Source: an optimization exercise on an open RTL-to-GDS flow (aim: small area, a short achievable clock period and few clock cycles per item). Production flows keep margins and buffers that such runs may drop.
The RTL was checked by simulation tests, not by an equivalence proof against the original design.

$ cat flow/config.mk
export PLATFORM = sky130hd
export DESIGN_NAME = expr_eval_top
export DESIGN_NICKNAME = expr_eval_top
export VERILOG_FILES = /design/flow/design.v
export SDC_FILE = /design/flow/constraint.sdc
export NUM_CORES = 4
export LEC_CHECK = 0
export CAP_MARGIN = 20
export CORE_MARGIN = 2
export CORE_UTILIZATION = 40
export SLEW_MARGIN = 20
$ cat flow/constraint.sdc
create_clock -name core_clock -period 10.0 [get_ports {clk_2}]
set_input_delay 2.0000 -clock core_clock [delete_from_list [all_inputs] [get_ports {clk_2}]]
set_output_delay 2.0000 -clock core_clock [all_outputs]
set_load 0.01 [all_outputs]
$ cat flow/design.v
package expr_token_pkg;
	typedef logic [2:0] tok_val_t;
	typedef enum logic [2:0] {
		OP_ADD = 3'd0,
		OP_SUB = 3'd1,
		OP_MUL = 3'd2,
		OP_ABS = 3'd3,
		OP_TWO = 3'd4
	} opcode_e;
	typedef logic signed [31:0] result_t;
endpackage
package expr_ctrl_pkg;
	typedef enum logic {
		PREFIX  = 1'b0,
		POSTFIX = 1'b1
	} notation_e;
endpackage
`timescale 1ns/10ps
module expr_alu (
	input  logic [2:0]               op,
	input  expr_token_pkg::result_t  a,
	input  expr_token_pkg::result_t  b,
	input  expr_token_pkg::result_t  mcand,
	input  logic [3:0]               dig,
	input  expr_token_pkg::result_t  acc,
	output expr_token_pkg::result_t  y,
	output expr_token_pkg::result_t  y_mul
);
	expr_token_pkg::result_t sum;
	expr_token_pkg::result_t nsum;
	expr_token_pkg::result_t diff;
	expr_token_pkg::result_t r0, r1, r2, r3;
	assign sum  = a + b;
	assign nsum = ~a + ~b + 32'd2;
	assign diff = a - b;
	assign r0 = dig[0] ? mcand : '0;
	assign r1 = dig[1] ? (mcand << 1) : '0;
	assign r2 = dig[2] ? (mcand << 2) : '0;
	assign r3 = dig[3] ? ~(mcand << 3) : '0;
	assign y_mul = acc + r0 + r1 + r2 + r3 + {31'd0, dig[3]};
	always_comb begin
		case (op)
			3'd0:    y = sum;
			3'd1:    y = diff;
			3'd2:    y = y_mul;
			3'd3:    y = sum[31] ? nsum : sum;
			3'd4:    y = {diff[30:0], 1'b0};
			default: y = '0;
		endcase
	end
endmodule
`timescale 1ns/10ps
module expr_eval_top (
	input  logic                     clk_2,
	input  logic                     rst_n,
	input  logic                     in_valid,
	input  expr_token_pkg::tok_val_t tok_in,
	input  logic                     op_flag,
	input  logic                     mode,
	output logic                     out_valid,
	output expr_token_pkg::result_t  result
);
	localparam int NT = 19;  
	localparam int NS = 9;   
	localparam int NC = 4;   
	localparam int NO = 9;   
	typedef expr_token_pkg::result_t word_t;
	logic       fr;      
	logic       en;      
	logic       pmode;   
	logic [4:0] wp;      
	logic [4:0] rp;      
	logic [3:0] tbuf [0:NT-1];
	logic [3:0] c0, c1;
	logic [4:0] rem;
	logic       c0v, c1v;
	logic       tok_new;
	logic       ended;
	logic [3:0] pins;
	assign rem     = wp - rp;
	assign c0v     = (rem != 5'd0);
	assign c1v     = (rem > 5'd1);
	assign tok_new = in_valid & ~en;
	assign ended   = en | (fr & ~in_valid);
	assign pins    = {op_flag, tok_in};
	word_t         x;           
	logic          xv;          
	word_t         cs [0:NC-1];
	logic [2:0]    ls [0:NS-1];
	logic [NS-1:0] ts;          
	logic [NO-1:0] ov;          
	logic [NO-1:0] oh;          
	logic [2:0]    oop [0:NO-1];
	logic          drn;         
	logic          busy;        
	word_t         acc;
	word_t s0;
	assign s0 = ts[0] ? cs[0] : {29'd0, ls[0]};
	logic       alu_go;     
	logic       cfg_sx;     
	logic [2:0] aop;
	logic [1:0] ncons;      
	logic       push_x;
	logic       ld_c0, ld_c1;
	logic       o_push, o_push_has, o_set_has;
	always_comb begin
		alu_go     = 1'b0;
		cfg_sx     = 1'b0;
		aop        = c0[2:0];
		ncons      = 2'd0;
		push_x     = 1'b0;
		ld_c0      = 1'b0;
		ld_c1      = 1'b0;
		o_push     = 1'b0;
		o_push_has = 1'b0;
		o_set_has  = 1'b0;
		if (pmode) begin
			if (c0v && c0[3]) begin
				alu_go = 1'b1;
				cfg_sx = 1'b1;
				aop    = c0[2:0];
				ncons  = 2'd1;
			end else if (c0v && c1v && c1[3]) begin
				alu_go = 1'b1;
				aop    = c1[2:0];
				ncons  = 2'd2;
			end else if (c0v) begin
				push_x = 1'b1;
				ld_c0  = 1'b1;
				ncons  = 2'd1;
			end
		end else begin
			if (drn) begin
				alu_go = 1'b1;
				cfg_sx = 1'b1;
				aop    = oop[0];
			end else if (c0v && c0[3] && c1v && !c1[3]) begin
				o_push     = 1'b1;
				o_push_has = 1'b1;
				push_x     = 1'b1;
				ld_c1      = 1'b1;
				ncons      = 2'd2;
			end else if (c0v && c0[3]) begin
				o_push = 1'b1;
				ncons  = 2'd1;
			end else if (c0v && !(ov[0] && oh[0])) begin
				push_x    = 1'b1;
				ld_c0     = 1'b1;
				o_set_has = 1'b1;
				ncons     = 2'd1;
			end else if (c0v) begin
				alu_go = 1'b1;
				aop    = oop[0];
				ncons  = 2'd1;
			end
		end
	end
	word_t a, b, y, y_mul;
	word_t mcand, mplier, acc_in;
	logic  fit_a, fit_b, swap, mfinal, mul_iter, fin;
	logic [3:0] dig;
	assign a = cfg_sx ? s0 : x;
	assign b = cfg_sx ? x : {29'd0, c0[2:0]};
	logic cs0_fit, x_fit;
	assign cs0_fit = (cs[0][31:3] == 29'd0) || (cs[0][31:3] == {29{1'b1}});
	assign x_fit   = (x[31:3] == 29'd0) || (x[31:3] == {29{1'b1}});
	assign fit_a  = !ts[0] || cs0_fit;
	assign fit_b  = x_fit;
	assign swap   = cfg_sx && !busy && !fit_b && fit_a;
	assign mcand  = swap ? b : a;
	assign mplier = swap ? a : b;
	assign mfinal = !cfg_sx || fit_b || (!busy && fit_a);
	assign dig    = mfinal ? mplier[3:0] : {1'b0, mplier[2:0]};
	assign acc_in = busy ? acc : '0;
	expr_alu u_alu (
		.op    (aop),
		.a     (a),
		.b     (b),
		.mcand (mcand),
		.dig   (dig),
		.acc   (acc_in),
		.y     (y),
		.y_mul (y_mul)
	);
	assign mul_iter = alu_go && (aop == 3'd2) && !mfinal;
	assign fin      = alu_go && !mul_iter;
	logic last_op;
	assign last_op = pmode || !ov[1];
	logic comp, idle_fin, clr;
	assign comp     = fin && ended && (rem == {3'd0, ncons}) && last_op;
	assign idle_fin = ended && !c0v && !busy && !drn;
	assign clr      = comp || idle_fin;
	logic [1:0] n;
	assign n = (alu_go && !fin) ? 2'd0 : ncons;
	always_ff @(posedge clk_2 or negedge rst_n) begin
		if (!rst_n) begin
			fr        <= 1'b0;
			en        <= 1'b0;
			wp        <= '0;
			rp        <= '0;
			xv        <= 1'b0;
			ov        <= '0;
			drn       <= 1'b0;
			busy      <= 1'b0;
			out_valid <= 1'b0;
			result    <= '0;
		end else begin
			out_valid <= comp;
			result    <= comp ? y : '0;
			if (clr) begin
				fr   <= 1'b0;
				en   <= 1'b0;
				wp   <= '0;
				rp   <= '0;
				xv   <= 1'b0;
				ov   <= '0;
				drn  <= 1'b0;
				busy <= 1'b0;
			end else begin
				if (tok_new) begin
					fr <= 1'b1;
					wp <= wp + 5'd1;
				end
				if (fr && !in_valid) en <= 1'b1;
				rp   <= rp + {3'd0, n};
				busy <= mul_iter;
				if (fin || push_x) xv <= 1'b1;
				if (fin && !pmode) drn <= ov[1] && oh[1];
				if (o_push) begin
					ov <= {ov[NO-2:0], 1'b1};
				end else if (fin && !pmode) begin
					ov <= {1'b0, ov[NO-1:1]};
				end
			end
		end
	end
	always_ff @(posedge clk_2) begin
		if (in_valid && !fr) pmode <= mode;
		if (tok_new && wp < 5'(NT)) tbuf[wp] <= pins;
	end
	logic [4:0] rp2, rp3;
	logic [3:0] b2, b3;
	assign rp2 = rp + 5'd2;
	assign rp3 = rp + 5'd3;
	assign b2  = (rp2 < 5'(NT)) ? tbuf[rp2] : 4'd0;
	assign b3  = (rp3 < 5'(NT)) ? tbuf[rp3] : 4'd0;
	always_ff @(posedge clk_2) begin
		case (n)
			2'd0: begin
				c0 <= c0v ? c0 : pins;
				c1 <= c1v ? c1 : pins;
			end
			2'd1: begin
				c0 <= c1v ? c1 : pins;
				c1 <= (rem > 5'd2) ? b2 : pins;
			end
			default: begin
				c0 <= (rem > 5'd2) ? b2 : pins;
				c1 <= (rem > 5'd3) ? b3 : pins;
			end
		endcase
	end
	logic do_push, do_pop, x_small;
	assign do_push = push_x && xv;
	assign do_pop  = fin && cfg_sx;
	assign x_small = (x[31:3] == 29'd0);
	always_ff @(posedge clk_2) begin
		if (fin) begin
			x <= y;
		end else if (mul_iter) begin
			x <= x >>> 3;
		end else if (ld_c0) begin
			x <= {29'd0, c0[2:0]};
		end else if (ld_c1) begin
			x <= {29'd0, c1[2:0]};
		end
		acc <= y_mul;
		if (do_push) begin
			ts <= {ts[NS-2:0], !x_small};
			if (x_small) begin
				ls[0] <= x[2:0];
				for (int i = 1; i < NS; i++) ls[i] <= ls[i-1];
			end else begin
				cs[0] <= x;
				for (int i = 1; i < NC; i++) cs[i] <= cs[i-1];
			end
		end else if (do_pop) begin
			ts <= {1'b0, ts[NS-1:1]};
			if (ts[0]) begin
				for (int i = 0; i < NC - 1; i++) cs[i] <= cs[i+1];
			end else begin
				for (int i = 0; i < NS - 1; i++) ls[i] <= ls[i+1];
			end
		end else if (mul_iter) begin
			cs[0] <= cs[0] << 3;
		end
		if (o_push) begin
			oop[0] <= c0[2:0];
			oh[0]  <= o_push_has;
			for (int i = 1; i < NO; i++) begin
				oop[i] <= oop[i-1];
				oh[i]  <= oh[i-1];
			end
		end else if (fin && !pmode) begin
			for (int i = 0; i < NO - 1; i++) begin
				oop[i] <= oop[i+1];
				oh[i]  <= oh[i+1];
			end
			oh[0] <= 1'b1;
		end else if (o_set_has) begin
			oh[0] <= 1'b1;
		end
	end
endmodule
$ cat flow/run.sh
#!/bin/bash
# synth_recipe.tcl (not shown) runs the flow's synth.tcl, then flattens the netlist and writes it again
# the make line also repeats each setting of config.mk as NAME=value (left out here)
make -C /OpenROAD-flow-scripts/flow DESIGN_CONFIG=/design/flow/config.mk WORK_HOME=/design/flow/orfs CLKGATE_MAP_FILE= SYNTH_SCRIPT=/design/flow/synth_recipe.tcl finish
==> summary.txt <==
Hold Buf Count CTS=0; Post-DRT Antenna Nets=0; CP Launch Type=flip-flop; clk slew on worst S/H paths=0.06 ns; Mean Syn Cell Area=9.57 um2; Synth top area share=32.1%; antenna violations before repair=1; Placed Area=0.0306 mm2; Root Driver=clkbuf_16; clock tree from TritonCTS=yes; Clock Tree Buf Depth=3; Crit Reg-Reg Startpoint=wp[0]; IO Pins=41; TritonCTS Buffers=46; number of flops mapped to enable cells by yosys=313; commonest cells in the netlist=nand2_1 (542), edfxtp_1 (313), nor2_1 (246); Mapped Area=0.0293 mm2; post-route setup slack=1.27 ns; Die X=274 um; Initial DRT Pass Iterations=5; post-CTS setup buffer count=0; WL final=88600 um; routed vias=23100; met2 GRT Util=37.3%; hold path start=cs[2][10]; most frequent CP cell=fa_1; fin area=0.0323 mm2; routed len/inst=22.0 um; total core area=0.0727 mm2; Synth area leaders=edfxtp_1 (32%), ha_1 (7.1%), nand2_1 (7.0%); mux contribution to synthesized area=6.13%; routing usage on met1=30.7%; GRT met3 Usage=3.65%; outcome=timing/DRC/antenna clean; GPL Wtd Cong=0.981; Top delay family on crit path=compound AO/OA/AOI/OAI gates; highest clock rate=0.115 GHz; GRT Max-Usage Layer=met2; proportion of layout cells with a drive suffix above 1=7.77%; Port Buffers=40; GR Overflow Total=0; Synth Register Bits=406; number of DRC markers after the initial detailed-route iteration=2276; yosys warns=5; Crit path largest cell delay=0.57 ns; slowest CP cell=mux2i_1; sequential element share of the synthesized area=39.5%; Clock Latency Late Sink=0.62 ns; Post-Synth XOR/XNOR Area=3.98%; first-pass GRT wire length=135000 um; Synth Area in Adders=13.8%; WP data required=10.36 ns; hold violation count in the final report=0; Chip Height=274 um; total negative setup slack=0 ns; buffers and inverters on the worst path=5; diodes inserted=0; CP Class=reg -> reg; Slew @ Worst Pin=1.08 ns; asr flop ratio synth=14.0%; post-synthesis simple-gate area fraction=16.7%; minimum clock period=8.73 ns; Worst Hold Class=reg -> reg; largest family of logic cells by synthesized area=simple AND/OR/NAND/NOR gates; maximum fanout along the worst path=60; element type at the critical path end=flip-flop; H-tree depth=2; # resized after CTS=0; initial cell density of the core=40.2%; count of unique library cells instantiated by Yosys=87; post-DR vias/cell=5.72; Num Clock Sinks=406; maxcap violations=0; RSZ-0062 raised after global routing=false; area leader, netlist=edfxtp_1; Worst EP arrival=9.09 ns; Primary FF master, synth=edfxtp_1; Slew Viols, Final=0; fin util=44.4%; Post-Syn Instances=3057; fin crit share=87.3%; count leader, synth=nand2_1; Rel. slew slack=28.2%; complex-gate fraction of the synthesized area=14.8%; largest net degree at the start of global routing=104; dpl hpwl=65400 um; die area=0.0753 mm2; skew final=0.0374 ns; gr usage total=23.3%; post-place setup slack=1.43 ns; setup violators final=0; std cell rows=99; DRC errors left=0; CP Launch Point=wp[0]; Syn Nets=3329; area growth from synthesis to layout=10.3%; vias in the first global route=22500; Final Net Count=3310
## stage by stage
| step | cells | hold WS [ns] |
|---|---|---|
| global placement | 3948 | 0.429 |
| detailed placement | 3949 | 0.432 |
| CTS | 4034 | 0.447 |
| floorplan | 3057 | 0.422 |
| finish | 4034 | 0.447 |
| global route | 4034 | 0.454 |
## cell families after synthesis
kind of cell | count (synthesis)
buffers and inverters | 390
flip-flops | 406
XOR/XNOR | 132
multiplexers | 124
adder cells (fa/ha/maj) | 264
AO/OA/AOI/OAI | 641
AND/OR/NAND/NOR | 1100
## sequential cells by signal (all words and copies together) (netlist names), 9 cells and up
| register | cells |
|---|---|
| ov | 9 |
| oh | 9 |
| acc | 32 |
| oop | 27 |
| result | 32 |
| ts | 9 |
| ls | 27 |
| tbuf | 76 |
| x | 32 |
| cs | 128 |
## path summary, 6_finish.rpt
kind / endpoint / cells past startpoint / slack [ns]
worst min register to register: cs[3][10] / 0 / 0.45
worst max register to register: x[30] / 31 / 1.27
max in group asynchronous: result[23] / 2 / 7.82
min in group asynchronous: ov[8] / 2 / 1.56
worst max-delay path: x[30] / 31 / 1.27
worst min-delay path: cs[3][10] / 0 / 0.45
## cell type report
class                           instances  area, um2
Tap cell                              959       1200
Clock buffer                           53       1230
Sequential cell                       406      11500
Multi-Input combinational cell       2261      16300
Inverter                              243        912
Clock inverter                         32        402
Fill cell                            6998      40400
Timing Repair Buffer                   80        692
## cell usage in the layout (no fill, tap or decap), types with 17 or more instances in the layout
cell             instances
nand2_1                540
a21oi_1                168
mux2i_1                 43
nor2b_1                 32
nand2b_1                25
nand3_1                 25
a21o_1                  66
and2_1                  55
nor4_1                  23
xnor2_1                 97
a211oi_1                34
dfxtp_1                 36
inv_1                  240
fa_1                    97
nand4_1                 31
clkdlybuf4s50_1         39
edfxtp_1               313
xor2_1                  33
buf_4                   39
o21ai_1                 19
and3_1                  46
nor2_1                 244
a22oi_1                 40
ha_1                   167
clkbuf_16               48
o21bai_1                22
mux4_2                  40
mux2_2                  41
a221oi_1                17
o22ai_1                 22
nor3_1                  29
o21ai_0                 87
dfrtp_1                 56
## per-layer routing
layer  wire (um)  vias up
li1            -    10800
met1       37500    11200
met2       40400      871
met3        5810      242
met4        4830        0
met5           0        -
## worst reg2reg max path: cells and delay by family, from the launching register on
kind,cells,cell delay [ns]
AO/OA/AOI/OAI,11,3.02
XOR/XNOR,2,0.34
multiplexers,2,0.81
AND/OR/NAND/NOR,4,0.55
adder cells (fa/ha/maj),7,2.52
flip-flops,1,0.42
buffers and inverters,5,0.84
Testbench counts, summed over its fixed seeds: cycles 20,789, frames 1,600.

port drivers added, routing unchanged:
No port has a modelled driver above. Below, the same layout with a new extraction and two added sets of constraints. Step 1, drivers: a clkbuf_16 drives clk_2 and a buf_2 each remaining input, both assumed. Step 2 also shifts input and output timing later by t, the mid clock arrival at the registers, as if the neighbouring blocks saw the same clock. Slacks: no drivers / after step 1 / after step 2; pairs: no drivers / after step 1.
t (ns): 0.657
setup WS [ns]: 1.273 / 1.273 / 1.273
hold WS [ns]: 0.447 / 0.447 / 0.447
After both steps setup and hold are still met in this run. The setup slack of this run moves by 0.000 ns with the drivers and by 0.000 ns with both steps.
